From an optimization exercise on the open Yosys and OpenROAD flow, aimed at small area, a short achievable clock period and few clock cycles per item; shortcuts taken in it are not production practice.
At most, simulation tests tie the RTL to the original design; equivalence was not proved.
Only the layout flow was run in runs 1 and 2; the RTL was not checked for function there.
Power is estimated from default activity; no workload was simulated.

## flow/design.v (module list and top-level ports; edited modules follow where they fit)
// module layer_rom: 117 lines
// module input_buffer: 20 lines
// module mac_lane: 3097 lines
// module mvm_control: 80 lines
// module mvm_layer: 78 lines
module mvm_layer (
   input  logic  clk,
   input  logic  reset,
   input  logic  s_valid,
   output logic  s_ready,
   input  logic signed [16-1:0] data_in,
   output logic  m_valid,
   input  logic  m_ready,
   output logic signed [16-1:0] data_out
);
  // ...
==> flow/flow/run.sh <==
#!/bin/bash
# Layout flow: the standard synthesis, then a polarity pass on the full
# adders of the synthesized netlist (flow/polfix.py: a full adder is
# self-dual, so complementing its inputs complements its outputs; choosing
# each adder's polarity removes most inverters between adders), checked
# against the synthesized netlist on random vectors (flow/neteq.py), then the
# standard flow from floorplan to the final layout.
set -euo pipefail
R=orfs/results/${FLOW_PLATFORM}/mvm_layer/base

bash standard.sh synth > synth.log 2>&1

cp $R/1_2_yosys.v $R/1_2_yosys_std.v
python3 flow/polfix.py $R/1_2_yosys_std.v $R/1_2_yosys_pol.v > polfix.log 2>&1
python3 flow/neteq.py $R/1_2_yosys_std.v $R/1_2_yosys_pol.v 40 > neteq.log 2>&1
cp $R/1_2_yosys_pol.v $R/1_2_yosys.v
rm -f $R/1_synth.odb $R/1_synth.sdc

bash standard.sh > layout.log 2>&1
==> flow/flow/neteq.py <==
#!/usr/bin/env python3
"""Random-vector comparison of two gate netlists with the same registers:
register outputs and primary inputs are driven with random words, register
inputs and primary outputs are compared.  usage: neteq.py A.v B.v [rounds]"""
import re, sys, random

LIB = '/OpenROAD-flow-scripts/flow/platforms/sky130hd/lib/sky130_fd_sc_hd__tt_025C_1v80.lib'
lib = open(LIB).read()
funcs = {}
seq = set()
for m in re.finditer(r'cell \("?(\w+)"?\)\s*\{', lib):
    name = m.group(1)
    start = m.end()
    # find the end of this cell (next 'cell (' )
    nxt = lib.find('\n    cell (', start)
    body = lib[start:nxt if nxt > 0 else len(lib)]
    if re.search(r'\bff\s*\(|\blatch\s*\(', body):
        seq.add(name)
    f = {}
    for pm in re.finditer(r'pin \("?(\w+)"?\)\s*\{(.*?)\n\s{8}\}', body, re.S):
        fm = re.search(r'function\s*:\s*"([^"]*)"', pm.group(2))
        if fm:
            f[pm.group(1)] = fm.group(1)
    funcs[name] = f

W = 64
MASK = (1 << W) - 1


def pyexpr(e):
    e = e.replace('!', ' ~').replace('*', ' & ').replace('+', ' | ')
    # implicit AND by juxtaposition (e.g. "A B") is not used in this library
    return e


def parse(path):
    src = open(path).read()
    cells = []
    for m in re.finditer(r'(sky130_fd_sc_hd__\w+)\s+(\S+)\s*\((.*?)\);', src, re.S):
        typ, name, pins = m.groups()
        pl = {p: n.strip() for p, n in re.findall(r'\.(\w+)\((.*?)\)\s*(?:,|$)', pins.strip(), re.S)}
        cells.append((typ, name, pl))
    assigns = re.findall(r'assign\s+(.*?)\s*=\s*(.*?);', src)
    ins = []
    for hi, lo, nm in re.findall(r'^\s*input\s+(?:\[(\d+):(\d+)\]\s+)?(\S+);', src, re.M):
        ins += [f'{nm}[{i}]' for i in range(int(lo), int(hi) + 1)] if hi else [nm]
    outs = []
    for hi, lo, nm in re.findall(r'^\s*output\s+(?:\[(\d+):(\d+)\]\s+)?(\S+);', src, re.M):
        outs += [f'{nm}[{i}]' for i in range(int(lo), int(hi) + 1)] if hi else [nm]
    return cells, assigns, ins, outs


def norm(n):
    n = n.strip()
    m = re.match(r'^(\\?\S+?)\s*\[(\d+)\]$', n)
    if m and not n.startswith('\\') or (m and ' ' in n):
        return f'{m.group(1).strip()}[{m.group(2)}]'
    return n


def evaluate(net, vals):
    cells, assigns, ins, outs = net
    drv = {}
    for typ, name, pl in cells:
        c = typ.replace('sky130_fd_sc_hd__', '')
        if typ in seq_full:
            continue
        for p, n in pl.items():
            if p in funcs[typ]:
                drv[norm(n)] = (typ, pl, p)
    for l, r in assigns:
        drv[norm(l)] = ('assign', r, None)
    memo = dict(vals)
    sys.setrecursionlimit(100000)

    def get(n):
        n = norm(n)
        if n in memo:
            return memo[n]
        if re.match(r"^1'h?b?0$|^1'b0$|^1'h0$", n):
            return 0
        if re.match(r"^1'h?b?1$|^1'b1$|^1'h1$", n):
            return MASK
        if n not in drv:
            raise KeyError(n)
        typ, pl, p = drv[n]
        if typ == 'assign':
            v = get(pl)
        else:
            f = funcs[typ][p]
            env = {}
            for pin in set(re.findall(r'[A-Za-z_]\w*', f)):
                env[pin] = get(pl[pin])
            v = eval(pyexpr(f), {}, env) & MASK
        memo[n] = v
        return v
    return get


seq_full = set(seq)


def regs(net):
    cells = net[0]
    r = {}
    for typ, name, pl in cells:
        if typ in seq_full:
            r[name] = (typ, pl)
    return r


A = parse(sys.argv[1])
B = parse(sys.argv[2])
rounds = int(sys.argv[3]) if len(sys.argv) > 3 else 20
ra, rb = regs(A), regs(B)
assert set(ra) == set(rb), 'register sets differ'
assert all(ra[k][0] == rb[k][0] for k in ra), 'register types differ'
rng = random.Random(1)
bad = 0
for r in range(rounds):
    vals_a, vals_b = {}, {}
    for i in A[2]:
        v = rng.getrandbits(W)
        vals_a[norm(i)] = v
        vals_b[norm(i)] = v
    for k, (typ, pl) in ra.items():
        v = rng.getrandbits(W)
        for p in ('Q',):
            if p in pl:
                vals_a[norm(pl[p])] = v
        if 'Q_N' in pl:
            vals_a[norm(pl['Q_N'])] = ~v & MASK
        plb = rb[k][1]
        if 'Q' in plb:
            vals_b[norm(plb['Q'])] = v
        if 'Q_N' in plb:
            vals_b[norm(plb['Q_N'])] = ~v & MASK
    ga, gb = evaluate(A, vals_a), evaluate(B, vals_b)
    for k, (typ, pl) in ra.items():
        for p, n in pl.items():
            if p in ('Q', 'Q_N', 'CLK'):
                continue
            if ga(n) != gb(rb[k][1][p]):
                bad += 1
                if bad < 10:
                    print('mismatch', k, p)
    for o in A[3]:
        if ga(o) != gb(o):
            bad += 1
            if bad < 10:
                print('mismatch out', o)
print('rounds', rounds, 'vectors', rounds * W, 'mismatches', bad)
sys.exit(1 if bad else 0)
==> flow/flow/polfix.py <==
#!/usr/bin/env python3
"""Remove inverters around full-adder cells by choosing each full adder's
polarity.  A full adder is self-dual: complementing its three inputs
complements both outputs.  Reads a Yosys-written gate netlist, writes one
with the same registers and the same function.

usage: polfix.py IN.v OUT.v
"""
import re, sys, random
from collections import defaultdict

src = open(sys.argv[1]).read()
m = re.search(r'^module\s.*?;\n', src, re.M | re.S)
head_end = m.end()
endm = src.rindex('endmodule')
body = src[head_end:endm]

# split body into statements
stmts = re.findall(r'\s*(.*?;)\n', body, re.S)
cell_re = re.compile(r'(sky130_fd_sc_hd__\w+)\s+(\S+)\s*\((.*)\)\s*;', re.S)
pin_re = re.compile(r'\.(\w+)\((.*?)\)\s*(?:,|$)', re.S)

OUTS = {'X', 'Y', 'Q', 'Q_N', 'SUM', 'COUT', 'HI', 'LO'}
INV = {'sky130_fd_sc_hd__inv_1'}
FA = {'sky130_fd_sc_hd__fa_1'}
XORS = {'sky130_fd_sc_hd__xor2_1': 0, 'sky130_fd_sc_hd__xnor2_1': 1}

decls, cells, others = [], [], []
for s in stmts:
    s = s.strip()
    c = cell_re.match(s)
    if c:
        typ, name, pins = c.groups()
        pl = [(p, n.strip()) for p, n in pin_re.findall(pins.strip())]
        cells.append([typ, name, pl])
    elif s.startswith(('wire', 'input', 'output', 'reg')):
        decls.append(s)
    else:
        others.append(s)
if others:
    # assigns etc: nets they read are fixed loads
    pass

driver = {}
loads = defaultdict(list)
for ci, (typ, name, pl) in enumerate(cells):
    for p, n in pl:
        if p in OUTS:
            driver[n] = (ci, p)
        else:
            loads[n].append((ci, p))
# nets read by assigns / ports are fixed loads
fixed_nets = set()
for s in others:
    for tok in re.findall(r'\\\S+ |[A-Za-z_][\w$]*(?:\s*\[\d+\])?', s):
        fixed_nets.add(tok.strip())
portdecl = re.findall(r'^\s*output\s+(?:\[(\d+):(\d+)\]\s+)?(\S+);', src[:endm], re.M)
for hi, lo, nm in portdecl:
    if hi:
        for i in range(int(lo), int(hi) + 1):
            fixed_nets.add(f'{nm}[{i}]')
    else:
        fixed_nets.add(nm)


def is_inv(ci):
    return cells[ci][0] in INV


def inv_in(ci):
    return dict(cells[ci][2])['A']


def base(n):
    """(base net, polarity) through chains of inverters"""
    pol = 0
    seen = 0
    while n in driver and is_inv(driver[n][0]):
        n = inv_in(driver[n][0])
        pol ^= 1
        seen += 1
        assert seen < 100
    return n, pol


fa_ids = [ci for ci, c in enumerate(cells) if c[0] in FA or c[0] in XORS]
fa_index = {ci: i for i, ci in enumerate(fa_ids)}

# load requirements: list of (base, pol, fa_or_None)
# every non-inverter load pin
reqs = defaultdict(list)   # base -> list of (pol, fa index or -1)
pin_base = {}
for ci, (typ, name, pl) in enumerate(cells):
    if typ in INV:
        continue
    for p, n in pl:
        if p in OUTS:
            continue
        if n.startswith(("1'", "0'")) or re.match(r"^\d+'", n):
            continue
        b, pol = base(n)
        pin_base[(ci, p)] = (b, pol)
        if typ in XORS:
            reqs[b]   # any polarity will do
            continue
        reqs[b].append((pol, fa_index.get(ci, -1)))
# inverter outputs that reach fixed nets (ports / assigns)
for n in fixed_nets:
    if n in driver:
        b, pol = base(n)
        if pol or b != n:
            reqs[b].append((pol, -2))

# physical polarity of a base net: flip of its driving FA, else 0
def drv_fa(b):
    if b in driver:
        ci = driver[b][0]
        if ci in fa_index:
            return fa_index[ci]
    return -1


frozen = set()
for n in fixed_nets:
    if n in driver and driver[n][0] in fa_index:
        frozen.add(fa_index[driver[n][0]])
bases = list(reqs.keys())
bdrv = {b: drv_fa(b) for b in bases}
flip = [0] * len(fa_ids)


def cost_of(b):
    d = bdrv[b]
    ph = flip[d] if d >= 0 else 0
    need = set()
    for pol, f in reqs[b]:
        r = pol ^ (flip[f] if f >= 0 else 0)
        need.add(r)
    return 1 if (ph ^ 1) in need else 0


# bases touched by each FA
touch = defaultdict(set)
for b in bases:
    if bdrv[b] >= 0:
        touch[bdrv[b]].add(b)
    for pol, f in reqs[b]:
        if f >= 0:
            touch[f].add(b)

total = sum(cost_of(b) for b in bases)
start = total
improved = True
rounds = 0
while improved and rounds < 50:
    improved = False
    rounds += 1
    order = list(range(len(fa_ids)))
    random.Random(rounds).shuffle(order)
    for f in order:
        if f in frozen:
            continue
        before = sum(cost_of(b) for b in touch[f])
        flip[f] ^= 1
        after = sum(cost_of(b) for b in touch[f])
        if after < before:
            total += after - before
            improved = True
        else:
            flip[f] ^= 1
# also try pairs: flip a FA and its neighbours greedily (simple annealing)
rng = random.Random(7)
T = 1.0
for it in range(200000):
    f = rng.randrange(len(fa_ids))
    if f in frozen:
        continue
    before = sum(cost_of(b) for b in touch[f])
    flip[f] ^= 1
    after = sum(cost_of(b) for b in touch[f])
    d = after - before
    if d <= 0 or rng.random() < pow(2.718, -d / T):
        total += d
    else:
        flip[f] ^= 1
    T = max(0.02, T * 0.99997)
# final greedy
improved = True
while improved:
    improved = False
    for f in range(len(fa_ids)):
        if f in frozen:
            continue
        before = sum(cost_of(b) for b in touch[f])
        flip[f] ^= 1
        after = sum(cost_of(b) for b in touch[f])
        if after < before:
            total += after - before
            improved = True
        else:
            flip[f] ^= 1

n_inv_old = sum(1 for c in cells if c[0] in INV)
sys.stderr.write(f'inverters before {n_inv_old}, needed before opt {start}, after {total}, '
                 f'flipped {sum(flip)} of {len(fa_ids)}\n')

# ------------------------------------------------------------- rewrite
inv_names = [c[1] for c in cells if c[0] in INV]
new_inv = {}       # base -> inverted net name
new_cells = []
new_wires = []
cnt = [0]


def phys(b):
    d = bdrv.get(b, drv_fa(b))
    return flip[d] if d >= 0 else 0


def net_for(b, want):
    """net carrying value (b ^ want) where b is the logical base value"""
    if phys(b) == want:
        return b
    if b not in new_inv:
        nm = f'_polinv{cnt[0]}_'
        cnt[0] += 1
        new_inv[b] = nm
        new_wires.append(nm)
        iname = inv_names.pop() if inv_names else f'_polinvc{cnt[0]}_'
        new_cells.append(['sky130_fd_sc_hd__inv_1', iname, [('A', b), ('Y', nm)]])
    return new_inv[b]


out_cells = []
for ci, (typ, name, pl) in enumerate(cells):
    if typ in INV:
        continue
    f = fa_index.get(ci, -1)
    fl = flip[f] if f >= 0 else 0
    npl = []
    if typ in XORS:
        t = XORS[typ] ^ fl
        for p, n in pl:
            if p in OUTS or (ci, p) not in pin_base:
                npl.append((p, n))
                continue
            b, pol = pin_base[(ci, p)]
            t ^= pol ^ phys(b)
            npl.append((p, b))
        typ = 'sky130_fd_sc_hd__xnor2_1' if t else 'sky130_fd_sc_hd__xor2_1'
        npl = [(('Y' if t else 'X') if p in ('X', 'Y') else p, n) for p, n in npl]
        out_cells.append([typ, name, npl])
        continue
    for p, n in pl:
        if p in OUTS or (ci, p) not in pin_base:
            npl.append((p, n))
            continue
        b, pol = pin_base[(ci, p)]
        npl.append((p, net_for(b, pol ^ fl)))
    out_cells.append([typ, name, npl])
# fixed nets driven (originally) by inverters must still carry their value
for n in sorted(fixed_nets):
    if n in driver and is_inv(driver[n][0]):
        b, pol = base(n)
        ph = phys(b)
        # drive n from b (pol^ph == 1 -> inverter, else buffer)
        iname = inv_names.pop() if inv_names else f'_polinvd{cnt[0]}_'
        cnt[0] += 1
        if pol ^ ph:
            new_cells.append(['sky130_fd_sc_hd__inv_1', iname, [('A', b), ('Y', n)]])
        else:
            new_cells.append(['sky130_fd_sc_hd__buf_1', iname, [('A', b), ('X', n)]])
# any FA-output base net with flip whose original name is a fixed net: unsupported
for n in fixed_nets:
    if n in driver and driver[n][0] in fa_index and flip[fa_index[driver[n][0]]] and n in reqs:
        raise SystemExit('flipped FA drives a port net: ' + n)

def esc(n):
    return n + ' ' if n.startswith('\\') and ' ' not in n else n


out = [src[:head_end]]
for d in decls:
    out.append('  ' + d + '\n')
for w in new_wires:
    out.append(f'  wire {w};\n')
for s in others:
    out.append('  ' + s + '\n')
for typ, name, pl in out_cells + new_cells:
    out.append(f'  {typ} {name} (\n')
    out.append(',\n'.join(f'    .{p}({esc(n)})' for p, n in pl))
    out.append('\n  );\n')
out.append('endmodule\n')
open(sys.argv[2], 'w').write(''.join(out))
sys.stderr.write(f'inverters now {sum(1 for c in out_cells + new_cells if c[0] in INV)}\n')
==> flow/standard.sh <==
#!/bin/bash
# synth_recipe.tcl (not shown) runs the flow's synth.tcl, then flattens the netlist and writes it again
# the make line also repeats each setting of config.mk as NAME=value (left out here)
make -C /OpenROAD-flow-scripts/flow DESIGN_CONFIG=/design/flow/config.mk WORK_HOME=/design/flow/orfs CLKGATE_MAP_FILE= SYNTH_SCRIPT=/design/flow/synth_recipe.tcl "${@:-finish}"
==> flow/config.mk <==
export PLATFORM = sky130hd
export DESIGN_NAME = mvm_layer
export DESIGN_NICKNAME = mvm_layer
export VERILOG_FILES = /design/flow/design.v
export SDC_FILE = /design/flow/constraint.sdc
export NUM_CORES = 4
export LEC_CHECK = 0
export CAP_MARGIN = 20
export CORE_MARGIN = 2
export CORE_UTILIZATION = 40
export PLACE_DENSITY = 0.6
export SETUP_SLACK_MARGIN = 4.4
export SLEW_MARGIN = 20
==> flow/constraint.sdc <==
create_clock -name core_clock -period 7.0 [get_ports {clk}]
set_input_delay 1.4000 -clock core_clock [delete_from_list [all_inputs] [get_ports {clk}]]
set_output_delay 1.4000 -clock core_clock [all_outputs]
set_load 0.01 [all_outputs]
==> results.txt, run 1 <==
status finished clean; die footprint a little over 90000 um2; Seq power around 4600 uW; initial antenna violation count 1; CP bufs+invs 2; Largest regs u_input_buffer.x: 128 flops, u_input_buffer.sh: 112 flops, queue: 60 flops; slowest cell delay on critical path 0.60 ns; Avg Cell Area, Syn around 13 um2; register with the most flip-flops u_input_buffer.x; Slew Limit Fails 0; Logic pwr share 15.2%; number of global-route vias before repair 24500; routed length on met2 54600 um; non-clock buffer count ~330; IO Port Bufs 36; Hold Crit Class reg2reg; Power Density ~220 nW/um2; ANT cells 0; hold path start u_lane.q6_q2_c_cst_0; reg2reg start row_oh[5]; Final setup viols 0; H-tree depth 3; clk slew on worst S/H paths about 0.060 ns; cts bufs inserted 74; Placed Cells approximately 3700; post-detailed-route DRC marker count 0; # clk buffers 90; reg2reg setup slack about 3.9 ns; Synthesized Nets roughly 3200; comb pwr ~1500 uW; met1 GRT Util between 30% and 40%; routed vias/inst about 5.8; core area 87000 um2; FILL cells roughly 7000; clk cell area share roughly 5.3%; worst vdd ir about 0.00039 V; reg2reg end u_lane.q2_s2_12_5; Setup crit start kind flip-flop; Biggest Area Class multi-input gates
==> run 2: changes to the inputs <==
--- a/flow/config.mk
+++ b/flow/config.mk
@@ -10,2 +10,3 @@
 export CORE_UTILIZATION = 40
+export CTS_BUF_LIST = sky130_fd_sc_hd__clkbuf_4 sky130_fd_sc_hd__clkbuf_8
 export PLACE_DENSITY = 0.6
==> run 2 against run 1 <==
Critical path type unchanged. Still clean. Largest power group unchanged. Core utilization up 0.15 points. Hold slack worse by 0.016 ns. Sequential share of layout area down 0.099 points. Total power down 1.3%. Combinational power down 4%. Die area unchanged. Global-route usage down 0.11 points. Via count up 1.5%. Clock-buffer cell count up 65. Final area up 0.30%.
==> results.txt, run 2 <==
routed vias/inst 5.82 (-0.31%); initial antenna violation count 7 (+6); CTS tree built; Tmin final 3.11 ns; maximum buffer depth of the clock tree 3; Slew HR a little under a third; CP delay by family, top adder cells; DR iter-0 viols 3170; reg2reg start row_oh[15]; synth warn 5; most frequent cells in the layout dfxtp_1 (344), edfxtp_1 (315), a22oi_1 (223); die footprint 90600 um2 (unchanged); hold path start u_lane.q6_q2_c_cst_0; P&R area growth vs syn 28.4%; Slew Limit Fails 0 (unchanged); critical path arrival between 3 and 4 ns; crit path max fanout 10; core area 87000 um2 (unchanged); # clock sinks about 680; die width about 300 um; # rows about 110; Final TNS setup 0 ns; Worst-Margin Slew 1.05 ns; reg2reg end u_lane.q2_s2_6_3; post-detailed-route DRC marker count 0 (unchanged); Setup crit start kind flip-flop; Final setup viols 0 (unchanged); max reg flops 128; FILL cells 7207 (+0.29%); post-synthesis cell count approximately 2800; clk slew on worst S/H paths 0.06 ns (about the same); Critical Path RT 7.61 ns; IO Port Bufs 36 (unchanged); Avg Cell Area, Syn 12.8 um2 (unchanged); WL/cell 29.2 um; fin nets around 3400; IO Count 38; Power Density 218 nW/um2 (-1.6%); Hold Path Stages 0; Synthesized Nets 3160 (unchanged); reg2reg setup slack 3.89 ns (about the same); Worst Skew about 0.06 ns; Min-Delay Endpoint u_lane.q8_q6_q2_c_cst_0; crit path capture type flip-flop; PnR worst setup slack about 3.9 ns; ordered list of cells on the worst path buf_12 > buf_4 > nor4_4 > buf_4 > nor3b_4 > buf_12 > nand2_1 > xnor2_4 > fa_2 > fa_2; Fmax roughly 320 MHz; # hold bufs at CTS 0; worst vdd ir 0.000269 V (-32%); Hold Crit Class reg2reg; Initial Util between 40% and 50%; CP bufs+invs 4 (+2); mapped cell area about 35000 um2; static leakage roughly 0.017 uW; slowest cell delay on critical path 0.58 ns (-0.02 ns); CTS root buffer clkbuf_8; ratio of cells with drive above 1 in the final layout 35.4%; H-tree depth 3 (unchanged); register with the most flip-flops u_input_buffer.x; RD Place Congestion approximately 0.95; largest net degree at the start of global routing 76; footprint of the multi-input gates around 21000 um2; WS Path Type reg2reg; clock latency at the later pin of the worst-skew pair 0.75 ns; WL final about 120000 um; CP max stage cell fa_2; RSZ-0062 raised after global routing true; cts bufs inserted 111 (+50%); Storage cell area ~17000 um2; r2r worst-path depth 10; Final Hold Viols 0; routed vias 24600; pre-CTS WS 2.18 ns; Max Cap Viol 0; number of global-route vias before repair 24700 (+0.51%); placed wire-length estimate between 80000 and 90000 um; Largest regs u_input_buffer.x: 128 flops, u_input_buffer.sh: 112 flops, queue: 60 flops; crit share post-route 44.4%; grt ovf 0; most common cell after layout, fill and taps aside dfxtp_1; Post-DRT Antenna Nets 0; First-pass DRT Iterations 9; All-Layer GR Usage 26.3%; status finished clean; global-route wire length before repair around 170000 um; Die Span Y around 300 um
[run 2: cell type report]
cell class | count | area share (%)
Sequential cell | 679 | 37.1
Clock buffer | 155 | 4.21
Clock inverter | 51 | 1.20
Tap cell | 1155 | 3.19
Multi-Input combinational cell | 1821 | 46.2
Inverter | 41 | 0.392
Antenna cell | 5 | 0.0276
Timing Repair Buffer | 325 | 7.63
[run 2: worst max path at each step]
stage,start,depth (start not counted),to,slack [ns]
3_3_place_gp,s_valid,13,u_control.cnt[2],2.17
2_1_floorplan,s_valid,10,u_control.cnt[1],0.13
6_report,row_oh[15],10,u_lane.q2_s2_6_3,3.89
4_1_cts,row_oh[15],9,u_lane.q2_s2_15_3,3.87
5_1_grt,row_oh[15],10,u_lane.q2_s2_9_5,3.84
3_5_place_dp,s_valid,13,u_control.cnt[2],2.18
[run 2: timing repair]
action,CTS,global route
resized for setup,428,250
buffers inserted,153,93
endpoints found under the setup margin,459,340
gates cloned,22,8
pin swaps,98,132
endpoints found under the hold margin,0,0
[run 2: worst register-to-register path, cell delays in order (launching register included)]
cell	delay (ns)
dfxtp_4	0.35
buf_12	0.13
buf_4	0.18
nor4_4	0.37
buf_4	0.19
nor3b_4	0.24
buf_12	0.18
nand2_1	0.14
xnor2_4	0.19
fa_2	0.58
fa_2	0.43
[run 2: stage by stage]
step	utilization [%]	std cells	total power (uW)	hold slack, ns	instance area, um2
final	52.0	4232	9860	0.305	45300
after global routing	52.0	4229	10200	0.313	45300
after CTS	49.5	4125	9840	0.327	43100
after detailed placement	42.9	3744	6000	0.312	37300
after global placement	42.9	3743	5960	0.312	37300
after floorplan	-	2751	5520	0.310	36600
[run 2: where the power goes]
| part | internal [uW] | switching, uW |
|---|---|---|
| logic | 563 | 894 |
| registers | 4490 | 86.2 |
| clock network | 2140 | 1680 |
[run 2: routing by layer]
| layer | share of wire (%) | track usage [%] |
|---|---|---|
| met1 | 37 | 33.9 |
| met3 | 11 | 6.44 |
| met2 | 45 | 40.9 |
| met5 | 0.019 | 0 |
| met4 | 7.1 | 14.2 |
==> module layer_rom, before the edit <==
module layer_rom (
   input  logic [16-1:0]   row_oh,
   output logic [112-1:0]   ctl
);
   assign ctl[111] = |(row_oh & 16'h6234);    
   assign ctl[110] = |(row_oh & 16'h8089);    
   assign ctl[109] = |(row_oh & 16'hc0bd);    
   assign ctl[108] = ~|(row_oh & 16'h202c);    
   assign ctl[107] = |(row_oh & 16'h200c);    
   assign ctl[106] = |(row_oh & 16'h7d10);    
   assign ctl[105] = |(row_oh & 16'h240d);    
   assign ctl[104] = |(row_oh & 16'h52a2);    
   assign ctl[103] = |(row_oh & 16'h068e);    
   assign ctl[102] = |(row_oh & 16'hc6e4);    
   assign ctl[101] = |(row_oh & 16'h190b);    
   assign ctl[100] = |(row_oh & 16'h50a1);    
   assign ctl[99] = |(row_oh & 16'h1400);    
   assign ctl[98] = |(row_oh & 16'h625a);    
   assign ctl[97] = ~|(row_oh & 16'h89a5);    
   assign ctl[96] = |(row_oh & 16'h8c61);    
   assign ctl[95] = |(row_oh & 16'h2008);    
   assign ctl[94] = |(row_oh & 16'h8800);    
   assign ctl[93] = |(row_oh & 16'ha227);    
   assign ctl[92] = |(row_oh & 16'h5090);    
   assign ctl[91] = |(row_oh & 16'h2280);    
   assign ctl[90] = |(row_oh & 16'hd0f8);    
   assign ctl[89] = |(row_oh & 16'h2806);    
   assign ctl[88] = |(row_oh & 16'h400e);    
   assign ctl[87] = |(row_oh & 16'hc14e);    
   assign ctl[86] = |(row_oh & 16'h2000);    
   assign ctl[85] = |(row_oh & 16'h2002);    
   assign ctl[84] = |(row_oh & 16'h0432);    
   assign ctl[83] = |(row_oh & 16'ha381);    
   assign ctl[82] = |(row_oh & 16'h8783);    
   assign ctl[81] = ~|(row_oh & 16'hb302);    
   assign ctl[80] = |(row_oh & 16'h3302);    
   assign ctl[79] = |(row_oh & 16'h70b5);    
   assign ctl[78] = ~|(row_oh & 16'h08b8);    
   assign ctl[77] = |(row_oh & 16'h0008);    
   assign ctl[76] = |(row_oh & 16'hf10b);    
   assign ctl[75] = |(row_oh & 16'hbd0a);    
   assign ctl[74] = |(row_oh & 16'h40d1);    
   assign ctl[73] = |(row_oh & 16'h68d3);    
   assign ctl[72] = |(row_oh & 16'hfc02);    
   assign ctl[71] = |(row_oh & 16'h0179);    
   assign ctl[70] = |(row_oh & 16'hf128);    
   assign ctl[69] = ~|(row_oh & 16'hcc4a);    
   assign ctl[68] = |(row_oh & 16'h8440);    
   assign ctl[67] = |(row_oh & 16'h3465);    
   assign ctl[66] = |(row_oh & 16'he630);    
   assign ctl[65] = |(row_oh & 16'h11c4);    
   assign ctl[64] = |(row_oh & 16'h0190);    
   assign ctl[63] = |(row_oh & 16'h1d8a);    
   assign ctl[62] = |(row_oh & 16'h4225);    
   assign ctl[61] = ~|(row_oh & 16'hb152);    
   assign ctl[60] = |(row_oh & 16'h4a3d);    
   assign ctl[59] = |(row_oh & 16'h80c2);    
   assign ctl[58] = ~|(row_oh & 16'h3784);    
   assign ctl[57] = |(row_oh & 16'h913a);    
   assign ctl[56] = |(row_oh & 16'h2e05);    
   assign ctl[55] = |(row_oh & 16'hb22c);    
   assign ctl[54] = ~|(row_oh & 16'ha8d8);    
   assign ctl[53] = |(row_oh & 16'h2858);    
   assign ctl[52] = |(row_oh & 16'h0e36);    
   assign ctl[51] = |(row_oh & 16'h4508);    
   assign ctl[50] = |(row_oh & 16'h1287);    
   assign ctl[49] = |(row_oh & 16'h168f);    
   assign ctl[48] = |(row_oh & 16'h5e60);    
   assign ctl[47] = |(row_oh & 16'h200e);    
   assign ctl[46] = |(row_oh & 16'h3e40);    
   assign ctl[45] = |(row_oh & 16'h0337);    
   assign ctl[44] = |(row_oh & 16'h3cc8);    
   assign ctl[43] = |(row_oh & 16'h022d);    
   assign ctl[42] = ~|(row_oh & 16'h1a88);    
   assign ctl[41] = |(row_oh & 16'h1288);    
   assign ctl[40] = |(row_oh & 16'h1497);    
   assign ctl[39] = |(row_oh & 16'h1266);    
   assign ctl[38] = |(row_oh & 16'h2908);    
   assign ctl[37] = |(row_oh & 16'h294e);    
   assign ctl[36] = ~|(row_oh & 16'h0a7a);    
   assign ctl[35] = |(row_oh & 16'h0818);    
   assign ctl[34] = |(row_oh & 16'h5195);    
   assign ctl[33] = ~|(row_oh & 16'h5913);    
   assign ctl[32] = |(row_oh & 16'h1001);    
   assign ctl[31] = |(row_oh & 16'h8208);    
   assign ctl[30] = |(row_oh & 16'h420b);    
   assign ctl[29] = |(row_oh & 16'h91a4);    
   assign ctl[28] = |(row_oh & 16'h50a6);    
   assign ctl[27] = |(row_oh & 16'h88f6);    
   assign ctl[26] = |(row_oh & 16'h5609);    
   assign ctl[25] = ~|(row_oh & 16'ha136);    
   assign ctl[24] = |(row_oh & 16'ha481);    
   assign ctl[23] = |(row_oh & 16'h5a06);    
   assign ctl[22] = |(row_oh & 16'h2006);    
   assign ctl[21] = ~|(row_oh & 16'h86a9);    
   assign ctl[20] = |(row_oh & 16'h0221);    
   assign ctl[19] = ~|(row_oh & 16'hbc88);    
   assign ctl[18] = |(row_oh & 16'h5105);    
   assign ctl[17] = |(row_oh & 16'h0af8);    
   assign ctl[16] = |(row_oh & 16'h1981);    
   assign ctl[15] = |(row_oh & 16'hc3c0);    
   assign ctl[14] = ~|(row_oh & 16'h9681);    
   assign ctl[13] = |(row_oh & 16'h459e);    
   assign ctl[12] = |(row_oh & 16'h3a3c);    
   assign ctl[11] = ~|(row_oh & 16'h7122);    
   assign ctl[10] = ~|(row_oh & 16'h245e);    
   assign ctl[9] = |(row_oh & 16'h8b45);    
   assign ctl[8] = ~|(row_oh & 16'h2867);    
   assign ctl[7] = ~|(row_oh & 16'h0f58);    
   assign ctl[6] = |(row_oh & 16'h8000);    
   assign ctl[5] = |(row_oh & 16'h8000);    
   assign ctl[4] = |(row_oh & 16'h8000);    
   assign ctl[3] = |(row_oh & 16'h8000);    
   assign ctl[2] = |(row_oh & 16'h8000);    
   assign ctl[1] = |(row_oh & 16'h8000);    
   assign ctl[0] = |(row_oh & 16'h8000);    
endmodule
==> module mvm_layer, before the edit <==
module mvm_layer (
   input  logic  clk,
   input  logic  reset,
   input  logic  s_valid,
   output logic  s_ready,
   input  logic signed [16-1:0] data_in,
   output logic  m_valid,
   input  logic  m_ready,
   output logic signed [16-1:0] data_out
);
   logic                   x_wr;
   logic                   x_load;
   logic [4-1:0] row;
   logic                   take_buf;
   logic                   take_new;
   logic                   buf_wr;
   logic [1:0]             wp;
   logic [1:0]             rp;
   logic [112-1:0]  rom_ctl;
   logic [112-1:0]  ctl;
   logic [8*16-1:0] x;
   logic [16-1:0] result;
   logic [16-2:0] queue [4];    
   logic [16-2:0] dout;
   mvm_control u_control (
      .clk       (clk),
      .reset     (reset),
      .s_valid   (s_valid),
      .m_ready   (m_ready),
      .s_ready   (s_ready),
      .x_wr      (x_wr),
      .x_load    (x_load),
      .row       (row),
      .out_valid (m_valid),
      .take_buf  (take_buf),
      .take_new  (take_new),
      .buf_wr    (buf_wr),
      .wp        (wp),
      .rp        (rp)
   );
   input_buffer u_input_buffer (
      .clk     (clk),
      .x_wr    (x_wr),
      .x_load  (x_load),
      .data_in (data_in),
      .x       (x)
   );
   logic [16-1:0]  row_oh;
   always_ff @(posedge clk) begin
      for (int j = 0; j < 16; j++) begin
         row_oh[j] <= (row == 4'(j));
      end
   end
   assign ctl = rom_ctl;
   layer_rom u_layer_rom (
      .row_oh (row_oh),
      .ctl    (rom_ctl)
   );
   mac_lane u_lane (
      .clk    (clk),
      .ctl    (ctl),
      .x      (x),
      .result (result)
   );
   always_ff @(posedge clk) begin
      if (take_buf) begin
         dout <= queue[rp];
      end else if (take_new) begin
         dout <= result[16-2:0];
      end
      for (int i = 0; i < 4; i++) begin
         if (buf_wr && wp == 2'(i)) begin
            queue[i] <= result[16-2:0];
         end
      end
   end
   assign data_out = {1'b0, dout};    
endmodule
==> run 3: changes to the inputs <==
--- a/flow/design.v
+++ b/flow/design.v
@@ -3,117 +3,26 @@
 module layer_rom (
-   input  logic [16-1:0]   row_oh,
+   input  logic [4-1:0]  row,
    output logic [112-1:0]   ctl
 );
-   assign ctl[111] = |(row_oh & 16'h6234);    
-   assign ctl[110] = |(row_oh & 16'h8089);    
-   assign ctl[109] = |(row_oh & 16'hc0bd);    
-   assign ctl[108] = ~|(row_oh & 16'h202c);    
-   assign ctl[107] = |(row_oh & 16'h200c);    
-   assign ctl[106] = |(row_oh & 16'h7d10);    
-   assign ctl[105] = |(row_oh & 16'h240d);    
-   assign ctl[104] = |(row_oh & 16'h52a2);    
-   assign ctl[103] = |(row_oh & 16'h068e);    
-   assign ctl[102] = |(row_oh & 16'hc6e4);    
-   assign ctl[101] = |(row_oh & 16'h190b);    
-   assign ctl[100] = |(row_oh & 16'h50a1);    
-   assign ctl[99] = |(row_oh & 16'h1400);    
-   assign ctl[98] = |(row_oh & 16'h625a);    
-   assign ctl[97] = ~|(row_oh & 16'h89a5);    
-   assign ctl[96] = |(row_oh & 16'h8c61);    
-   assign ctl[95] = |(row_oh & 16'h2008);    
-   assign ctl[94] = |(row_oh & 16'h8800);    
-   assign ctl[93] = |(row_oh & 16'ha227);    
-   assign ctl[92] = |(row_oh & 16'h5090);    
-   assign ctl[91] = |(row_oh & 16'h2280);    
-   assign ctl[90] = |(row_oh & 16'hd0f8);    
-   assign ctl[89] = |(row_oh & 16'h2806);    
-   assign ctl[88] = |(row_oh & 16'h400e);    
-   assign ctl[87] = |(row_oh & 16'hc14e);    
-   assign ctl[86] = |(row_oh & 16'h2000);    
-   assign ctl[85] = |(row_oh & 16'h2002);    
-   assign ctl[84] = |(row_oh & 16'h0432);    
-   assign ctl[83] = |(row_oh & 16'ha381);    
-   assign ctl[82] = |(row_oh & 16'h8783);    
-   assign ctl[81] = ~|(row_oh & 16'hb302);    
-   assign ctl[80] = |(row_oh & 16'h3302);    
-   assign ctl[79] = |(row_oh & 16'h70b5);    
-   assign ctl[78] = ~|(row_oh & 16'h08b8);    
-   assign ctl[77] = |(row_oh & 16'h0008);    
-   assign ctl[76] = |(row_oh & 16'hf10b);    
-   assign ctl[75] = |(row_oh & 16'hbd0a);    
-   assign ctl[74] = |(row_oh & 16'h40d1);    
-   assign ctl[73] = |(row_oh & 16'h68d3);    
-   assign ctl[72] = |(row_oh & 16'hfc02);    
-   assign ctl[71] = |(row_oh & 16'h0179);    
-   assign ctl[70] = |(row_oh & 16'hf128);    
-   assign ctl[69] = ~|(row_oh & 16'hcc4a);    
-   assign ctl[68] = |(row_oh & 16'h8440);    
-   assign ctl[67] = |(row_oh & 16'h3465);    
-   assign ctl[66] = |(row_oh & 16'he630);    
-   assign ctl[65] = |(row_oh & 16'h11c4);    
-   assign ctl[64] = |(row_oh & 16'h0190);    
-   assign ctl[63] = |(row_oh & 16'h1d8a);    
-   assign ctl[62] = |(row_oh & 16'h4225);    
-   assign ctl[61] = ~|(row_oh & 16'hb152);    
-   assign ctl[60] = |(row_oh & 16'h4a3d);    
-   assign ctl[59] = |(row_oh & 16'h80c2);    
-   assign ctl[58] = ~|(row_oh & 16'h3784);    
-   assign ctl[57] = |(row_oh & 16'h913a);    
-   assign ctl[56] = |(row_oh & 16'h2e05);    
-   assign ctl[55] = |(row_oh & 16'hb22c);    
-   assign ctl[54] = ~|(row_oh & 16'ha8d8);    
-   assign ctl[53] = |(row_oh & 16'h2858);    
-   assign ctl[52] = |(row_oh & 16'h0e36);    
-   assign ctl[51] = |(row_oh & 16'h4508);    
-   assign ctl[50] = |(row_oh & 16'h1287);    
-   assign ctl[49] = |(row_oh & 16'h168f);    
-   assign ctl[48] = |(row_oh & 16'h5e60);    
-   assign ctl[47] = |(row_oh & 16'h200e);    
-   assign ctl[46] = |(row_oh & 16'h3e40);    
-   assign ctl[45] = |(row_oh & 16'h0337);    
-   assign ctl[44] = |(row_oh & 16'h3cc8);    
-   assign ctl[43] = |(row_oh & 16'h022d);    
-   assign ctl[42] = ~|(row_oh & 16'h1a88);    
-   assign ctl[41] = |(row_oh & 16'h1288);    
-   assign ctl[40] = |(row_oh & 16'h1497);    
-   assign ctl[39] = |(row_oh & 16'h1266);    
-   assign ctl[38] = |(row_oh & 16'h2908);    
-   assign ctl[37] = |(row_oh & 16'h294e);    
-   assign ctl[36] = ~|(row_oh & 16'h0a7a);    
-   assign ctl[35] = |(row_oh & 16'h0818);    
-   assign ctl[34] = |(row_oh & 16'h5195);    
-   assign ctl[33] = ~|(row_oh & 16'h5913);    
-   assign ctl[32] = |(row_oh & 16'h1001);    
-   assign ctl[31] = |(row_oh & 16'h8208);    
-   assign ctl[30] = |(row_oh & 16'h420b);    
-   assign ctl[29] = |(row_oh & 16'h91a4);    
-   assign ctl[28] = |(row_oh & 16'h50a6);    
-   assign ctl[27] = |(row_oh & 16'h88f6);    
-   assign ctl[26] = |(row_oh & 16'h5609);    
-   assign ctl[25] = ~|(row_oh & 16'ha136);    
-   assign ctl[24] = |(row_oh & 16'ha481);    
-   assign ctl[23] = |(row_oh & 16'h5a06);    
-   assign ctl[22] = |(row_oh & 16'h2006);    
-   assign ctl[21] = ~|(row_oh & 16'h86a9);    
-   assign ctl[20] = |(row_oh & 16'h0221);    
-   assign ctl[19] = ~|(row_oh & 16'hbc88);    
-   assign ctl[18] = |(row_oh & 16'h5105);    
-   assign ctl[17] = |(row_oh & 16'h0af8);    
-   assign ctl[16] = |(row_oh & 16'h1981);    
-   assign ctl[15] = |(row_oh & 16'hc3c0);    
-   assign ctl[14] = ~|(row_oh & 16'h9681);    
-   assign ctl[13] = |(row_oh & 16'h459e);    
-   assign ctl[12] = |(row_oh & 16'h3a3c);    
-   assign ctl[11] = ~|(row_oh & 16'h7122);    
-   assign ctl[10] = ~|(row_oh & 16'h245e);    
-   assign ctl[9] = |(row_oh & 16'h8b45);    
-   assign ctl[8] = ~|(row_oh & 16'h2867);    
-   assign ctl[7] = ~|(row_oh & 16'h0f58);    
-   assign ctl[6] = |(row_oh & 16'h8000);    
-   assign ctl[5] = |(row_oh & 16'h8000);    
-   assign ctl[4] = |(row_oh & 16'h8000);    
-   assign ctl[3] = |(row_oh & 16'h8000);    
-   assign ctl[2] = |(row_oh & 16'h8000);    
-   assign ctl[1] = |(row_oh & 16'h8000);    
-   assign ctl[0] = |(row_oh & 16'h8000);    
+   always_comb begin
+      case (row)
+         4'd0: ctl = 112'b0111001000110001001000000000111011010110101010000111010101000110001011010001010101000111000111010000111010000000;
+         4'd1: ctl = 112'b0001000110100110001000111011010101011011000000001000111001010110101001011010000001011000111010000110000010000000;
+         4'd2: ctl = 112'b1010101011000000001000111000001011000000001010100111000111010110101011011011011000111000111011000111101010000000;
+         4'd3: ctl = 112'b0110101010100110100001011000001000111000110000001011011010101010100110100110101011000110000000100111100100000000;
+         4'd4: ctl = 112'b1011010000000110000101000001001010000110101001010001011000110000001001010000110000001000001010100111100100000000;
+         4'd5: ctl = 112'b1010000101010001001001000001001010000000111011000111011011010001001011001000001000111000000110100101010010000000;
+         4'd6: ctl = 112'b0001000001000111000001001000001001000110100110100000110000100001010101001010001000001010001010101100101000000000;
+         4'd7: ctl = 112'b0111000111010000000111000000111010000110001000111010100000000110000100110001011000111011000000111010110110000000;
+         4'd8: ctl = 112'b0001010000100000000000001000110101011000111000111000001001001000001001000111010000100000001011011110011100000000;
+         4'd9: ctl = 112'b1001000111000110001010000000110101000000001001000111000111010111011010101000001011000110100110101001111100000000;
+         4'd10: ctl = 112'b0001011011001011000000000001011001001001000111001010000101011011010101010001001000000111000000000010100100000000;
+         4'd11: ctl = 112'b0001010000100001010000100000001000001011000000001011010100110001010100000110100000001010101000110101111000000000;
+         4'd12: ctl = 112'b0001010100111010000101000000000111011001011010101000001011000111010100111001010100110110101001010001010110000000;
+         4'd13: ctl = 112'b1000111000000110101010100110100111011011011011000000000110100000110101000111001000000001011000000101000010000000;
+         4'd14: ctl = 112'b1011010101010110000101011000001011010111010001000111010001001001000001000001010001010110101011001110010110000000;
+         4'd15: ctl = 112'b0111000001000001011001001000110001011001010101000000111010000000000001000001001010101001000000001000111111111111;
+         default: ctl = '0;
+      endcase
+   end
 endmodule
@@ -3375,13 +3284,9 @@
    );
-   logic [16-1:0]  row_oh;
-   always_ff @(posedge clk) begin
-      for (int j = 0; j < 16; j++) begin
-         row_oh[j] <= (row == 4'(j));
-      end
-   end
-   assign ctl = rom_ctl;
    layer_rom u_layer_rom (
-      .row_oh (row_oh),
-      .ctl    (rom_ctl)
+      .row (row),
+      .ctl (rom_ctl)
    );
+   always_ff @(posedge clk) begin
+      ctl <= rom_ctl;
+   end
    mac_lane u_lane (
--- a/flow/config.mk
+++ b/flow/config.mk
@@ -10,5 +10,4 @@
 export CORE_UTILIZATION = 40
-export CTS_BUF_LIST = sky130_fd_sc_hd__clkbuf_4 sky130_fd_sc_hd__clkbuf_8
 export PLACE_DENSITY = 0.6
-export SETUP_SLACK_MARGIN = 4.4
+export SETUP_SLACK_MARGIN = 4.3
 export SLEW_MARGIN = 20
==> run 3 against run 2 <==
Sequential power increased by 11%. Final area decreased by 8.1%. Non-clock buffer count down 268. Clock power increased by 21%. Largest power group unchanged. Synthesized cell count increased by 3.6%. Combinational power decreased by 13%. Global-route usage decreased by 2.9 points. Core utilization decreased by 7.2 points. Largest cell class is now flip-flops and latches. Via count is 7.6% lower. Clock-buffer cell count down 28. Hold slack better by 0.019 ns.
==> results.txt, run 3 <==
IO Port Bufs 36 (unchanged); Final Hold Viols 0 (unchanged); routed vias 22800 (-7.6%); Seq pwr share 46.2% (-0.3 points); net load switching power 2720 uW (+2.3%); initial antenna violation count 7 (unchanged); Final Instance Count excl. Fillers 4077 (-3.7%); mapped cell area 37300 um2 (+5.8%); CP delay by family, top buffers and inverters; worst vdd ir 0.000172 V (-36%); clock latency at the later pin of the worst-skew pair 0.64 ns (-0.11 ns); ratio of cells with drive above 1 in the final layout 7.56% (-28 points); Largest regs u_input_buffer.x: 128 flops, u_input_buffer.sh: 112 flops, ctl: 106 flops; crit path capture type flip-flop; IO Count 38 (unchanged); sw frac 24.8% (-2.2 points); Clk pwr share 42.2% (+3.4 points); Critical Path RT 7.29 ns (-0.32 ns); Setup crit start kind flip-flop; CTS tree built; Final setup viols 0 (unchanged); die footprint 95800 um2 (+5.8%); post-synthesis cell count 2850 (+3.6%); CTS root buffer clkbuf_16; CP max stage cell o21ai_0; DR iter-0 viols 2917 (-8.0%); slowest cell delay on critical path 0.49 ns (-0.09 ns); reg2reg start u_control.row[0]; fin nets 3173 (-6.3%); global-route wire length before repair 161000 um (-6.6%); most frequent cells in the layout dfxtp_1 (447), xnor2_1 (433), a22oi_1 (386); Logic pwr share 11.5% (-3.3 points); post-detailed-route DRC marker count 0 (unchanged); Initial Util 40.2% (-0.35 points); Max Cap Viol 0 (unchanged); largest net degree at the start of global routing 129 (+70%); P&R area growth vs syn 11.5%; Tmin final 2.72 ns (-0.395 ns); grt ovf 0 (unchanged); All-Layer GR Usage 23.4% (-2.9 points); cts bufs inserted 83 (-25%); Final TNS setup 0 ns (unchanged); routed vias/inst 5.58 (-4.0%); core area 92900 um2 (+6.8%); static leakage 0.0150 uW (-13%); Die Span Y 309 um (+2.8%); die width 309 um (+2.8%); clk slew on worst S/H paths 0.06 ns (about the same); Avg Cell Area, Syn 13.1 um2 (+2.2%); maximum buffer depth of the clock tree 3 (unchanged); Hold Crit Class reg2reg; synth warn 6 (+1); status finished clean; CP bufs+invs 3 (-1); First-pass DRT Iterations 8 (-1); Worst Skew 0.0270 ns (-0.0349 ns); Slew Limit Fails 0 (unchanged); Pint 8250 uW (+15%); Placed Cells 3906 (+4.3%); WL final 112000 um (-9.7%); crit path max fanout 27 (+17); placed wire-length estimate 85800 um (+7.2%); # hold bufs at CTS 0 (unchanged); CP Launch Point u_control.row[0]; Synthesized Nets 3276 (+3.7%); Post-DRT Antenna Nets 0 (unchanged); critical path arrival 3.00 ns (-0.72 ns); Slew HR 13.9% (-16 points); H-tree depth 3 (unchanged); ordered list of cells on the worst path buf_4 > inv_1 > ha_1 > inv_1 > nor2_1 > a22oi_1 > o21ai_0; # clock sinks 769 (+13%); WL/cell 27.4 um (-6.3%); most common cell after layout, fill and taps aside dfxtp_1; crit share post-route 38.8% (-5.6 points); WS Path Type reg2reg; register with the most flip-flops u_input_buffer.x; hold path start u_lane.q2_c_cst_0; RD Place Congestion 0.915 (-3.9%); Power Density 264 nW/um2 (+21%); Fmax 368 MHz (+15%); Worst-Margin Slew 1.28 ns (+0.228 ns); RSZ-0062 raised after global routing true; most frequent CP cell inv_1; max reg flops 128 (unchanged); # rows 112 (+3.7%); number of global-route vias before repair 22900 (-7.2%)
[run 3: area by class of cell]
class / instances / area (um2)
Antenna cell: 5 / 12.5
Clock buffer: 127 / 2550
Clock inverter: 29 / 388
Fill cell: 8251 / 51300
Inverter: 28 / 115
Multi-Input combinational cell: 1808 / 17900
Sequential cell: 769 / 18600
Tap cell: 1254 / 1570
Timing Repair Buffer: 57 / 534
[run 3: final timing paths]
check | endpoint | slack [ns] | cells after the start
min reg2reg | u_lane.q6_q2_c_cst_0 | 0.32 | 0
max reg2reg | ctl[9] | 4.28 | 7
min | u_lane.q6_q2_c_cst_0 | 0.32 | 0
max | ctl[9] | 4.28 | 7
[run 3: timing repair]
| item | in CTS | in global routing |
|---|---|---|
| cloned | 1 | 0 |
| setup buffers | 4 | 4 |
| pin swaps | 3 | 4 |
| gates resized for setup | 63 | 17 |
| setup endpoints to repair | 222 | 93 |
[run 3: worst register-to-register path: stages (launching register included)]
cell,delay [ns]
dfxtp_1,0.30
buf_4,0.33
inv_1,0.36
ha_1,0.46
inv_1,0.16
nor2_1,0.08
a22oi_1,0.20
o21ai_0,0.49
[run 3: metrics by stage]
stage	hold slack (ns)	power, uW	util, %	setup slack, ns	instance area, um2
2_1_floorplan	0.310	6000	-	0.278	37400
3_3_place_gp	0.312	6380	41.4	2.72	38500
3_5_place_dp	0.312	6410	41.4	2.79	38500
4_1_cts	0.324	11100	44.7	4.30	41500
5_1_grt	0.329	11400	44.8	4.17	41600
6_report	0.324	11000	44.8	4.28	41600
[run 3: power groups by stage]
| stage | clock (uW) | combinational [uW] | sequential (uW) |
|---|---|---|---|
| floorplan | 0 | 845 | 5150 |
| detailed placement | 0 | 1240 | 5170 |
| finish | 4630 | 1270 | 5070 |
| CTS | 4710 | 1260 | 5080 |
| global placement | 0 | 1220 | 5170 |
| global route | 4880 | 1390 | 5090 |
[run 3: layer usage]
metal	vias to the layer above	part of all wire [%]	track usage [%]
met3	215	6.7	3.19
met5	-	0.021	0
met1	11600	41	31.1
met2	1176	47	37.4
li1	9733	-	-
met4	4	5.6	11.7
Testbench counts of run 3, summed over its fixed seeds: cycles 5,216, frames 320.
==> run 4: changes to the inputs <==
--- a/flow/config.mk
+++ b/flow/config.mk
@@ -11,3 +11,3 @@
 export PLACE_DENSITY = 0.6
-export SETUP_SLACK_MARGIN = 4.3
+export SETUP_SLACK_MARGIN = 4.5
 export SLEW_MARGIN = 20
==> run 4 against run 3 <==
Still clean on timing, DRC and antenna. Synthesized cell count unchanged. Final area up 0.95%. Cell count up 0.61%. Maximum frequency up 4.4%. Critical endpoint is now data_out[13]. Highest routed layer unchanged.
==> results.txt, run 4 <==
CTS root buffer clkbuf_16; mapped cell area 37300 um2 (unchanged); Final Util 45.2% (+0.43 points); Tmin final 2.60 ns (-0.114 ns); crit share post-route 37.2% (-1.6 points); Final TNS setup 0 ns (unchanged); IO Port Bufs 36 (unchanged); ratio of cells with drive above 1 in the final layout 11.6% (+4.1 points); All-Layer GR Usage 24.7% (+1.3 points); # rows 112 (unchanged); Largest regs u_input_buffer.x: 128 flops, u_input_buffer.sh: 112 flops, ctl: 106 flops; PnR worst setup slack 4.40 ns (+0.114 ns); number of global-route vias before repair 23400 (+2.1%); most frequent cells in the layout xnor2_1 (429), dfxtp_1 (408), a22oi_1 (386); Final Hold Viols 0 (unchanged); Fmax 384 MHz (+4.4%); fin nets 3203 (+0.95%); post-synthesis cell count 2850 (unchanged); Worst-Margin Slew 1.07 ns (-0.207 ns); Final setup viols 0 (unchanged); largest net degree at the start of global routing 99 (-23%); clock latency at the later pin of the worst-skew pair 0.64 ns (about the same); pre-CTS WS 2.69 ns (-0.100 ns); status finished clean; Max Cap Viol 0 (unchanged); global-route wire length before repair 168000 um (+4.3%); Worst Skew 0.0303 ns (+0.00337 ns); P&R area growth vs syn 12.5%; most common cell after layout, fill and taps aside xnor2_1; maximum buffer depth of the clock tree 3 (unchanged); clk slew on worst S/H paths 0.06 ns (about the same); Hold Crit Class reg2reg; RD Place Congestion 0.943 (+3.0%); Avg Cell Area, Syn 13.1 um2 (unchanged); Synthesized Nets 3276 (unchanged); CP bufs+invs 1 (-2); slowest cell delay on critical path 0.41 ns (-0.08 ns); static leakage 0.0151 uW (+1.0%); core area 92900 um2 (unchanged); IO Count 38 (unchanged); WL final 118000 um (+5.7%); Die Span Y 309 um (unchanged); # clock sinks 769 (unchanged); Initial Util 40.2% (unchanged); CP delay by family, top flip-flops; Critical Path RT 5.60 ns (-1.69 ns); max reg flops 128 (unchanged); Slew Limit Fails 0 (unchanged); crit path max fanout 1 (-96%); register with the most flip-flops u_input_buffer.x; cts bufs inserted 82 (-1.2%); critical path arrival 1.20 ns (-1.80 ns); die width 309 um (unchanged); grt ovf 0 (unchanged); CP max stage cell edfxtp_1; routed vias/inst 5.58 (about the same); die footprint 95800 um2 (unchanged); crit path capture type primary output; H-tree depth 3 (unchanged); placed wire-length estimate 88500 um (+3.1%); WS Path Type reg2out; CTS tree built; Setup crit start kind flip-flop; routed vias 22900 (+0.57%); Slew HR 28.5% (+15 points); WL/cell 28.7 um (+5.0%); Power Density 263 nW/um2 (-0.20%); initial antenna violation count 9 (+2); synth warn 6 (unchanged); post-detailed-route DRC marker count 0 (unchanged); First-pass DRT Iterations 6 (-2); Post-DRT Antenna Nets 0 (unchanged); ordered list of cells on the worst path buf_2; DR iter-0 viols 3045 (+4.4%); worst vdd ir 0.000159 V (-7.8%); RSZ-0062 raised after global routing true
==> run 4: through the flow <==
step	instance area (um2)	total power (uW)	cells	hold slack (ns)
after floorplan	37400	6000	2850	0.310
after global placement	38500	6390	3907	0.314
after detailed placement	38500	6430	3907	0.312
after CTS	41800	11000	4089	0.326
after global routing	42000	11500	4101	0.336
final	42000	11100	4102	0.322
==> run 4: what timing repair did <==
action                     CTS  global route
buffers inserted            20            10
setup endpoints to repair  445           217
cloned                       8             1
gates resized for setup    161            45
pin swaps                   18            15
hold buffers                 0             0
==> run 4: metal layers <==
| metal | wire length (um) | vias to the layer above | GRT usage, % |
|---|---|---|---|
| met1 | 48200 | 11700 | 33.1 |
| met5 | 16 | - | 0 |
| met4 | 6840 | 2 | 12.7 |
| met3 | 8620 | 208 | 3.72 |
| li1 | - | 9782 | - |
| met2 | 54200 | 1151 | 38.9 |
==> run 4: where the power goes <==
part	internal, uW	switching, uW	leakage (uW)
Combinational	623	919	0.00707
Clock	2590	1850	0.00136
Sequential	4980	97.7	0.00671
Total	8190	2870	0.0151
==> run 4: cell type report <==
type	instances	area (um2)
clock buffer	107	2280
timing repair buffer	85	832
sequential	769	18600
inverter	28	126
timing repair inverter	1	5.00
fill	8254	50900
antenna	1	2.50
clock inverter	47	512
multi-input combinational	1810	18100
tap	1254	1570
==> run 4: worst paths after layout <==
kind / from / to / slack [ns] / cells past startpoint
min: u_lane.q2_c_cst_4 / u_lane.q6_q2_c_cst_4 / 0.32 / 0
max: dout[13] / data_out[13] / 4.40 / 1
min reg2reg: u_lane.q2_c_cst_4 / u_lane.q6_q2_c_cst_4 / 0.32 / 0
max reg2reg: u_lane.q2_s1_13_10 / u_lane.q6_s6_15_0 / 4.51 / 6
==> run 5: changes to the inputs <==
--- a/flow/config.mk
+++ b/flow/config.mk
@@ -10,2 +10,4 @@
 export CORE_UTILIZATION = 40
+export CTS_CLUSTER_DIAMETER = 80
+export CTS_CLUSTER_SIZE = 25
 export PLACE_DENSITY = 0.6
==> run 5 against run 4 <==
Cell count decreased by 1.8%. Core utilization down 1.4 points. Clock skew grew 0.0033 ns. Clock power down 35%. Critical endpoint unchanged. Via count fell by 1.5%. Routed wire length shrank 0.64%. First-iteration DRC count increased by 1.9%.
==> results.txt, run 5 <==
Pint 6840 uW (-16%); First-pass DRT Iterations 6 (unchanged); Worst-Margin Slew 1.09 ns (+0.0234 ns); CTS root buffer clkbuf_16; mapped cell area 37300 um2 (unchanged); Largest regs u_input_buffer.x: 128 flops, u_input_buffer.sh: 112 flops, ctl: 106 flops; Fmax 384 MHz (about the same); sw frac 27.5% (+1.6 points); reg2reg end ctl[9]; largest net degree at the start of global routing 99 (unchanged); grt ovf 0 (unchanged); P&R area growth vs syn 8.99%; crit share post-route 37.2% (about the same); CP bufs+invs 1 (unchanged); slowest cell delay on critical path 0.43 ns (+0.02 ns); Synthesized Nets 3276 (unchanged); Max Cap Viol 0 (unchanged); Tot Pwr 9430 uW (-15%); PnR worst setup slack 4.40 ns (-0.00153 ns); # clock sinks 769 (unchanged); crit path max fanout 1 (unchanged); global-route wire length before repair 167000 um (-0.50%); Clk pwr share 30.4% (-9.7 points); All-Layer GR Usage 24.5% (-0.17 points); routed vias 22600 (-1.5%); synth warn 6 (unchanged); IO Count 38 (unchanged); Tmin final 2.60 ns (+0.00153 ns); register with the most flip-flops u_input_buffer.x; fin nets 3165 (-1.2%); pre-CTS WS 2.69 ns (unchanged); ratio of cells with drive above 1 in the final layout 9.46% (-2.2 points); number of global-route vias before repair 22900 (-1.8%); worst hold slack 0.334 ns (+0.0114 ns); Hold Crit Class reg2reg; WL/cell 29.1 um (+1.2%); Post-DP Area 38500 um2 (unchanged); Critical Path RT 5.60 ns (about the same); critical path arrival 1.20 ns (about the same); post-route cell area 40700 um2 (-3.1%); Slew Limit Fails 0 (unchanged); max reg flops 128 (unchanged); H-tree depth 2 (-1); CP delay by family, top flip-flops; WL final 117000 um (-0.64%); ordered list of cells on the worst path buf_2; Final setup viols 0 (unchanged); most common cell after layout, fill and taps aside xnor2_1; die footprint 95800 um2 (unchanged); Initial Util 40.2% (unchanged); routed vias/inst 5.60 (+0.36%); Slew HR 26.3% (-2.2 points); CP Launch Point dout[13]; placed wire-length estimate 88500 um (unchanged); cts bufs inserted 43 (-48%); reg2reg start u_control.row[0]; WS Path Type reg2out; post-synthesis cell count 2850 (unchanged); Die Span Y 309 um (unchanged); Crit path depth 1 (unchanged); CP max stage cell edfxtp_1; maximum buffer depth of the clock tree 3 (unchanged); r2r worst-path depth 7 (+1); Post-DRT Antenna Nets 0 (unchanged); reg2reg setup slack 4.46 ns (-0.05 ns); initial antenna violation count 8 (-1); post-detailed-route DRC marker count 0 (unchanged); Worst Skew 0.0336 ns (+0.00326 ns); most frequent cells in the layout xnor2_1 (431), dfxtp_1 (408), a22oi_1 (386); critical path capture point data_out[13]; die width 309 um (unchanged); RD Place Congestion 0.943 (unchanged); Setup crit start kind flip-flop; Seq pwr share 53.7% (+7.8 points); Avg Cell Area, Syn 13.1 um2 (unchanged); core area 92900 um2 (unchanged); net load switching power 2600 uW (-9.4%); crit path capture type primary output; # rows 112 (unchanged); static leakage 0.0145 uW (-4.5%); clock latency at the later pin of the worst-skew pair 0.63 ns (about the same); status finished clean; CTS tree built; DR iter-0 viols 3102 (+1.9%); IO Port Bufs 36 (unchanged); Final Hold Viols 0 (unchanged); clk slew on worst S/H paths 0.10 ns (+0.04 ns); RSZ-0062 raised after global routing true; Power Density 232 nW/um2 (-12%); worst vdd ir 0.000161 V (+1.3%); Final TNS setup 0 ns (unchanged); Logic pwr share 15.9% (+2.0 points)
[run 5: area by class of cell]
cell class              count  area, um2
diodes                      3       7.51
clock buffers              60       1200
clock inverters            16        208
fillers                  8359      52200
inverters                  28        129
multi-input cells        1810      18100
flip-flops and latches    769      18600
well taps                1254       1570
repair buffers             86        862
repair inverters            1       5.00
[run 5: stage by stage]
step | util, % | instances
2_1_floorplan | - | 2850
3_3_place_gp | 41.4 | 3907
3_5_place_dp | 41.4 | 3907
4_1_cts | 43.5 | 4011
5_1_grt | 43.8 | 4024
6_report | 43.8 | 4027
[run 5: power by group through the flow]
stage / combinational, uW / sequential (uW) / clock (uW)
6_report: 1500 / 5070 / 2870
5_1_grt: 1630 / 5080 / 3090
3_3_place_gp: 1220 / 5170 / 0
3_5_place_dp: 1250 / 5180 / 0
4_1_cts: 1440 / 5070 / 2930
2_1_floorplan: 845 / 5150 / 0
[run 5: timing repair]
item                       in CTS  in global routing
gates resized for setup       163                 53
buffers inserted               20                 11
hold buffers                    0                  0
pin swaps                      18                 17
setup endpoints to repair     444                250
cloned                          8                  2
[run 5: metal layers]
metal  GRT usage, %  part of all wire [%]
met2           39.0                    46
met5              0                 0.012
met4           11.9                   5.9
met3           3.20                   7.1
met1           33.1                    41
[run 5: how the worst min path moves through the flow]
stage	cells after the start	slack [ns]	start	end
2_1_floorplan	0	0.31	ctl[15]	u_lane.q2_c_cst_0
3_3_place_gp	0	0.31	ctl[9]	u_lane.q2_c_cst_6
3_5_place_dp	0	0.31	ctl[13]	u_lane.q2_c_cst_2
4_1_cts	0	0.33	ctl[13]	u_lane.q2_c_cst_2
5_1_grt	0	0.34	ctl[10]	u_lane.q2_c_cst_5
6_report	0	0.33	u_lane.q2_pp_7_0_0	u_lane.q6_q2_pp_7_0_0
==> run 6: changes to the inputs <==
--- a/flow/config.mk
+++ b/flow/config.mk
@@ -13,3 +13,3 @@
 export PLACE_DENSITY = 0.6
-export SETUP_SLACK_MARGIN = 4.5
+export SETUP_SLACK_MARGIN = 4.4
 export SLEW_MARGIN = 20
==> run 6 against run 5 <==
Die area unchanged. Final area decreased by 1.4%. Hold slack got worse by 0.0061 ns. Clock-buffer cell count decreased by 4. Clock skew decreased by 0.0090 ns. Global-route usage decreased by 1.8 points. Total power decreased by 1.8%.
==> results.txt, run 6 <==
most frequent cells in the layout xnor2_1 (433), dfxtp_1 (431), a22oi_1 (386); P&R area growth vs syn 7.50%; clk slew on worst S/H paths 0.10 ns (about the same); grt ovf 0 (unchanged); Critical Path RT 7.53 ns (+1.93 ns); Final Hold Viols 0 (unchanged); WS Path Type reg2reg; IO Port Bufs 36 (unchanged); ratio of cells with drive above 1 in the final layout 6.85% (-2.6 points); CP max stage cell dfxtp_1; Largest regs u_input_buffer.x: 128 flops, u_input_buffer.sh: 112 flops, ctl: 106 flops; CTS tree built; CP bufs+invs 0 (-1); Worst Skew 0.0246 ns (-0.00896 ns); core area 92900 um2 (unchanged); synth warn 6 (unchanged); Synthesized Nets 3276 (unchanged); crit share post-route 38.1% (+0.91 points); Worst-Margin Slew 1.41 ns (+0.317 ns); All-Layer GR Usage 22.7% (-1.8 points); RSZ-0062 raised after global routing true; Avg Cell Area, Syn 13.1 um2 (unchanged); Max Cap Viol 0 (unchanged); IO Count 38 (unchanged); number of global-route vias before repair 22600 (-1.4%); worst vdd ir 0.000147 V (-8.3%); Final Instance Count excl. Fillers 4003 (-0.60%); FILL cells 8425 (+0.79%); Final TNS setup 0 ns (unchanged); CTS root buffer clkbuf_16; global-route wire length before repair 157000 um (-5.7%); mapped cell area 37300 um2 (unchanged); crit path max fanout 15 (+14); post-synthesis cell count 2850 (unchanged); DR iter-0 viols 3041 (-2.0%); RD Place Congestion 0.917 (-2.7%); Post-DRT Antenna Nets 0 (unchanged); initial antenna violation count 6 (-2); die width 309 um (unchanged); # rows 112 (unchanged); critical path arrival 3.20 ns (+2.00 ns); max reg flops 128 (unchanged); Fmax 375 MHz (-2.4%); largest net degree at the start of global routing 129 (+30%); most frequent CP cell fa_1; post-detailed-route DRC marker count 0 (unchanged); CP delay by family, top adder cells; die footprint 95800 um2 (unchanged); most common cell after layout, fill and taps aside xnor2_1; clock latency at the later pin of the worst-skew pair 0.61 ns (-0.02 ns); routed vias 22200 (-1.4%); Hold Crit Class reg2reg; maximum buffer depth of the clock tree 3 (unchanged); Final setup viols 0 (unchanged); Placed Cells 3905 (-0.051%); Slew HR 5.26% (-21 points); # clock sinks 769 (unchanged); status finished clean; WL/cell 27.3 um (-6.3%); Setup crit start kind flip-flop; fin nets 3141 (-0.76%); footprint of the multi-input gates 17900 um2 (-0.93%); ordered list of cells on the worst path a22oi_1 > xnor2_1 > fa_1 > fa_1; routed vias/inst 5.56 (-0.77%); Tot Pwr 9270 uW (-1.8%); cts bufs inserted 43 (unchanged); H-tree depth 2 (unchanged); slowest cell delay on critical path 0.89 ns (+0.46 ns); First-pass DRT Iterations 7 (+1); crit path capture type flip-flop; static leakage 0.0142 uW (-1.5%); Storage cell area 18600 um2 (-0.15%); Initial Util 40.2% (unchanged); Tmin final 2.67 ns (+0.0639 ns); register with the most flip-flops u_input_buffer.x; WL final 109000 um (-6.8%); Power Density 231 nW/um2 (-0.40%); Die Span Y 309 um (unchanged); placed wire-length estimate 85100 um (-3.8%); Slew Limit Fails 0 (unchanged)
==> run 6: through the flow <==
stage	hold slack (ns)	util, %	worst slack (ns)	cell area (um2)
4_1_cts	0.326	43.0	4.36	40000
3_3_place_gp	0.316	41.4	2.65	38500
5_1_grt	0.332	43.2	4.37	40100
3_5_place_dp	0.312	41.4	2.67	38500
2_1_floorplan	0.310	-	0.278	37400
6_report	0.328	43.2	4.33	40100
==> run 6: repair_timing <==
action | CTS | global route
gates resized for setup | 112 | 28
hold buffers | 0 | 0
pin swaps | 9 | 11
gates cloned | 1 | 1
buffers inserted | 9 | 8
endpoints found under the setup margin | 260 | 95
==> run 6: area by class of cell <==
cell class	count	share of cell area [%]
tap	1254	3.91
clock buffer	56	2.91
timing repair buffer	64	1.33
antenna	4	0.0249
multi-input combinational	1809	44.7
sequential	769	46.3
inverter	28	0.287
clock inverter	19	0.571
==> run 6: metal layers <==
| metal | global-route usage, % | routed length (um) | vias up |
|---|---|---|---|
| met5 | 0 | 21 | - |
| met4 | 9.70 | 5290 | 4 |
| met3 | 2.95 | 7530 | 177 |
| met2 | 37.4 | 52200 | 1046 |
| met1 | 30.2 | 44100 | 11400 |
| li1 | - | - | 9628 |
==> run 6: worst paths after layout <==
path                           from                    to  slack (ns)  depth (start not counted)
hold reg to reg   u_lane.q2_c_cst_0  u_lane.q6_q2_c_cst_0        0.33                          0
setup reg to reg            ctl[74]     u_lane.q2_s2_11_5        4.33                          4
setup / recovery            ctl[74]     u_lane.q2_s2_11_5        4.33                          4
hold / removal    u_lane.q2_c_cst_0  u_lane.q6_q2_c_cst_0        0.33                          0
==> run 6: report_power, final <==
group | switching (uW) | internal [uW]
clock network | 1580 | 1250
registers | 93.8 | 4970
logic | 838 | 542
total | 2510 | 6760

## port drivers added, routing unchanged
The flow's constraints put no driver on any port. The routed layouts listed below were extracted and timed again, unchanged, in two steps.
Step 1 sets driving cells, clkbuf_16 on the clock port and buf_2 on the other inputs (assumed; they add their load-dependent delay and slew).
Step 2 also shifts input and output timing later by t, the mid clock arrival at the registers, as if the neighbouring blocks saw the same clock.
a / b / c = no drivers / after step 1 / after step 2; a / b = the first two.
run	t, ns	slack for setup (ns)	worst setup path at the end
run 1	0.690	3.885 / 3.885 / 3.664	input to register
run 2	0.784	3.890 / 3.890 / 3.683	input to register
run 3	0.697	4.284 / 4.279 / 3.711	input to register
run 4	0.703	4.399 / 4.326 / 3.777	input to register
run 5	0.680	4.397 / 4.323 / 3.768	input to register
run 6	0.673	4.333 / 4.333 / 3.789	input to register
After both steps every run listed still meets setup and hold. The setup slack of run 5, which loses most, moves by -0.074 ns with the drivers and by -0.629 ns with both steps.
